This design comes from an exercise in tuning for small area, a short achievable clock period and few clock cycles per item on the open sky130 flow, not from production work.
Only simulation tests tie the RTL to the original design; equivalence was not proved.

### config.mk
export PLATFORM = sky130hd
export DESIGN_NAME = ka_seq_mult
export DESIGN_NICKNAME = ka_seq_mult
export VERILOG_FILES = /design/flow/design.v
export SDC_FILE = /design/flow/constraint.sdc
export NUM_CORES = 4
export LEC_CHECK = 0
export CAP_MARGIN = 20
export CORE_MARGIN = 2
export CORE_UTILIZATION = 25
export PLACE_DENSITY = 0.35
export SLEW_MARGIN = 20
### constraint.sdc
create_clock -name core_clock -period 8.0 [get_ports {clk}]
set_input_delay 1.6000 -clock core_clock [delete_from_list [all_inputs] [get_ports {clk}]]
set_output_delay 1.6000 -clock core_clock [all_outputs]
set_load 0.01 [all_outputs]
### design.v
module ka_seq_mult #(
  parameter int N = 131
) (
  input  logic           clk,
  input  logic           rst_n,
  input  logic           in_valid,
  output logic           in_ready,
  input  logic [N-1:0]   a,
  input  logic [N-1:0]   b,
  output logic           out_valid,
  input  logic           out_ready,
  output logic [2*N-2:0] y,
  output logic           busy
);
  localparam int H = (N + 1) / 2;
  localparam int W = 2 * N - 1;
  localparam int PW = 2 * H - 1;
  typedef enum logic [2:0] {IDLE, MUL_LO, MUL_HI, MUL_MID, DONE} state_t;
  state_t state;
  logic [N-1:0] ra, rb;
  logic [2*H-2:0] p0, p1, pm;
  logic [H-1:0] a_lo, a_hi, b_lo, b_hi, mx, mz;
  function automatic logic [2*H-2:0] clmul(input logic [H-1:0] x, input logic [H-1:0] z);
    logic [2*H-2:0] r;
    r = '0;
    for (int i = 0; i < H; i++) if (z[i]) r ^= PW'(x) << i;
    clmul = r;
  endfunction
  assign a_lo = ra[H-1:0];
  assign b_lo = rb[H-1:0];
  assign a_hi = H'(ra >> H);
  assign b_hi = H'(rb >> H);
  assign mx = state == MUL_LO ? a_lo : state == MUL_HI ? a_hi : a_lo ^ a_hi;
  assign mz = state == MUL_LO ? b_lo : state == MUL_HI ? b_hi : b_lo ^ b_hi;
  assign pm = clmul(mx, mz);
  assign in_ready = state == IDLE;
  assign busy = state != IDLE;
  always_ff @(posedge clk or negedge rst_n) begin
    if (!rst_n) begin
      state <= IDLE;
      ra <= '0;
      rb <= '0;
      p0 <= '0;
      p1 <= '0;
      y <= '0;
      out_valid <= 1'b0;
    end else begin
      case (state)
        IDLE: if (in_valid) begin
          ra <= a;
          rb <= b;
          state <= MUL_LO;
        end
        MUL_LO: begin
          p0 <= pm;
          state <= MUL_HI;
        end
        MUL_HI: begin
          p1 <= pm;
          state <= MUL_MID;
        end
        MUL_MID: begin
          y <= W'(p0) ^ (W'(pm ^ p0 ^ p1) << H) ^ (W'(p1) << (2 * H));
          out_valid <= 1'b1;
          state <= DONE;
        end
        DONE: if (out_ready) begin
          out_valid <= 1'b0;
          state <= IDLE;
        end
        default: state <= IDLE;
      endcase
    end
  end
endmodule
### run.sh
#!/bin/bash
# synth_recipe.tcl (not shown) runs the flow's synth.tcl, then flattens the netlist and writes it again
# the make line also repeats each setting of config.mk as NAME=value (left out here)
make -C /OpenROAD-flow-scripts/flow DESIGN_CONFIG=/design/flow/config.mk WORK_HOME=/design/flow/orfs CLKGATE_MAP_FILE= SYNTH_SCRIPT=/design/flow/synth_recipe.tcl finish
==> summary.txt <==
cells by family (layout without fill, tap and decap cells):
kind of cell | count (synthesis) | count (layout) | synth area share [%]
flip-flops | 789 | 789 | 20.3
AO/OA/AOI/OAI | 785 | 785 | 4.40
buffers and inverters | 1169 | 1023 | 7.15
multiplexers | 398 | 398 | 4.61
other | 0 | 18 | 0
XOR/XNOR | 4438 | 4438 | 41.8
AND/OR/NAND/NOR | 5410 | 5410 | 21.7
cells in the final DEF, fill, tap and decap left out, types with 5 or more instances in the layout:
cell type	instances
a21oi_1	133
bufinv_16	6
o211ai_1	129
buf_12	94
nor2_2	12
nor3_1	130
o21ai_0	274
nand3_1	5
nand3_4	127
clkbuf_8	27
clkbuf_1	16
buf_4	210
diode_2	18
and3_1	129
mux2_2	398
nor2_1	4596
clkbuf_16	108
clkinv_2	19
xnor2_1	3262
xnor3_1	124
o21ai_1	240
clkdlybuf4s50_1	528
nand2_4	5
xor2_1	1042
nand2_1	389
xnor2_2	10
dfrtp_1	786
final cells by class:
cell class                      count  area, um^2
Antenna cell                       18        45.0
Timing Repair Buffer              833        8760
Sequential cell                   789       19800
Multi-Input combinational cell  11000       72100
Clock inverter                     38         410
Fill cell                       41500      276000
Inverter                            1        3.75
Clock buffer                      151        3130
Tap cell                         5175        6470
metal layers:
metal | vias to the layer above | GRT usage (%) | part of all wire, %
met5 | - | 0 | 0.018
met4 | 14 | 10.4 | 4.3
met3 | 1220 | 4.66 | 7.6
met2 | 4360 | 44.0 | 44
met1 | 43700 | 36.8 | 44
li1 | 39500 | - | -
path summary, 6_finish.rpt:
path                          start     end  slack, ns  cells after the start
max                        state[1]  y[115]       2.06                     14
min                          y[187]  y[187]       0.48                      2
max reg2reg                state[1]  y[115]       2.06                     14
min reg2reg                  y[187]  y[187]       0.48                      2
max in group asynchronous     rst_n  y[233]       5.56                      3
min in group asynchronous     rst_n  y[180]       0.78                      1
worst min-delay path: stages (launching register included):
cell     delay [ns]
dfrtp_1        0.34
nand2_1        0.05
o21ai_1        0.06
sequential cells by signal (all words and copies together), names as in the netlist:
register / flops
p1: 131
state: 3
y: 261
rb: 131
ra: 131
p0: 131
out_valid: 1
==> summary.txt <==
Placement
  • Final Wtd Congestion: 0.850
  • Post-DP HPWL: 340000 um
  • Post-DP Area: roughly 110000 um^2
  • # port buffers: between 500 and 600
  • Setup slack after placement: around 2.3 ns
  • Placed cell count: around 18000

Logic synthesis
  • Net count after synthesis: 13300
  • Share of the synthesized area in the top cell type: a little under 30%
  • Syn Inst Count: between 10000 and 15000
  • Mapped Area: 97100 um^2
  • Netlist cell types: 40
  • Synth warnings: 1
  • Number of synthesized flops with an enable pin: 0
  • Yosys reg bits: around 790
  • Syn Area/Cell: about 7.5 um^2
  • Area leader, netlist: xnor2_1
  • Post-synthesis sequential area ratio: 20.3%
  • Top FF cell, synth: dfrtp_1
  • Synth async-reset ratio: 100%
  • Count leader, synth: nor2_1
  • Synth area leaders: xnor2_1 29%, dfrtp_1 20%, nor2_1 18%, xor2_1 9.4%, mux2_2 4.6%
  • Synth top cells by count: 4596 x nor2_1, 3267 x xnor2_1, 1042 x xor2_1

Timing
  • Final setup vio count: 0
  • Clock Skew: 0.111 ns
  • Final worst path period share: between 70% and 80%
  • Final WS setup: 2.06 ns
  • RSZ-0062 raised after global routing: no
  • Final Hold Fails: 0
  • Rel. slew slack: 18.8%
  • Tightest Pin Transition: 1.22 ns
  • Final min period: 5.94 ns
  • Worst hold margin: between 0.4 and 0.5 ns
  • Fmax: 0.168 GHz
  • Max-slew violation count: 0
  • TNS Setup: 0 ns

Clocking
  • Clock slew at reported path FFs: 0.05 ns
  • CTS max path bufs: 4
  • CTS Sinks: 789
  • Resized cells post-CTS: 0
  • H-tree levels: 3
  • Clock Latency Late Sink: 0.89 ns
  • CTS tree: done
  • Hold buffer count at CTS: 0
  • TritonCTS Buffers: 107
  • Clk root buf: clkbuf_16
  • Setup bufs post-CTS: 0

Routing
  • DRC Markers: 0
  • Post-Route WL: 557000 um
  • DR pass1 iterations: 6
  • WL/cell: 30.9 um
  • Via count: around 89000
  • ANT nets after route: 0
  • DR iter-0 viols: 9660
  • Routed vias/inst: 4.93

Global routing
  • GR Overflow Total: 0
  • First-pass GRT wire length: 762000 um
  • Total track usage: 27.5%
  • Initial antenna violation count: 27
  • Vias in the first global route: 86200
  • Largest net degree at the start of global routing: roughly 180

Critical path
  • CP Max Fanout: 77
  • CP required: 8.68 ns
  • Top delay family on crit path: buffers and inverters
  • Largest stage delay, worst path: 0.84 ns
  • Startpoint types: register
  • CP dominant cell by count: xnor2_1
  • Crit-path slowest cell: buf_4
  • Arr. time, crit path: approximately 6.6 ns
  • CP Class: reg -> reg
  • Worst path bufs/invs: 3
  • Crit path capture type: register
  • Crit path cell chain: buf_4, buf_4, and3_1, o21ai_1, nand3_4, buf_4, nor2_1, xnor2_1, xnor2_1, xnor2_1, xnor3_1, xnor3_1, xnor2_1, o21ai_1

Status
  • Status: complete, no violations

Floorplanning
  • Core Box Area: 386000 um^2
  • # rows: 228
  • Die W: 627 um
  • Die area: approximately 390000 um^2
  • Die height: approximately 630 um
  • Initial Utilization: 25.1%
  • IO Count: 530

Cells and area
  • Fin nets: 13000
  • Non-Filler Instances: 18000
  • Final Util: between 20% and 30%
  • Area Growth Syn to Fin: 13.9%
  • Final Instance Area: 111000 um^2
  • Fraction of layout cells with a size suffix above 1: 8.12%

Flow run
  • MaxCap Viol Count: 0

Hold path
  • Worst Hold Class: reg -> reg
Testbench counts, summed over its fixed seeds: cycles 4,800, items 960.

port drivers added, routing unchanged:
The results above use ideal ports. As a check the final layout listed here was re-extracted and re-timed, cells and wires unchanged.
Step 1 assumes that a clkbuf_16 drives the clock port and a buf_2 every other input.
Step 2 adds t to the input delays and takes it off the output delays; t is the mean of the earliest and latest rising clock arrival at the registers after step 1. Input paths then give back, and output paths get back, about the clock's delay inside the block.
Three values: no drivers, after step 1, after step 2; two values: the first two.
t (ns): 0.938
setup slack, ns: 2.064 / 2.064 / 2.064
hold slack, ns: 0.480 / 0.480 / 0.480
After both steps this run still meets setup and hold. For this run, drivers alone change the setup slack by 0.000 ns; drivers and shift together by 0.000 ns.
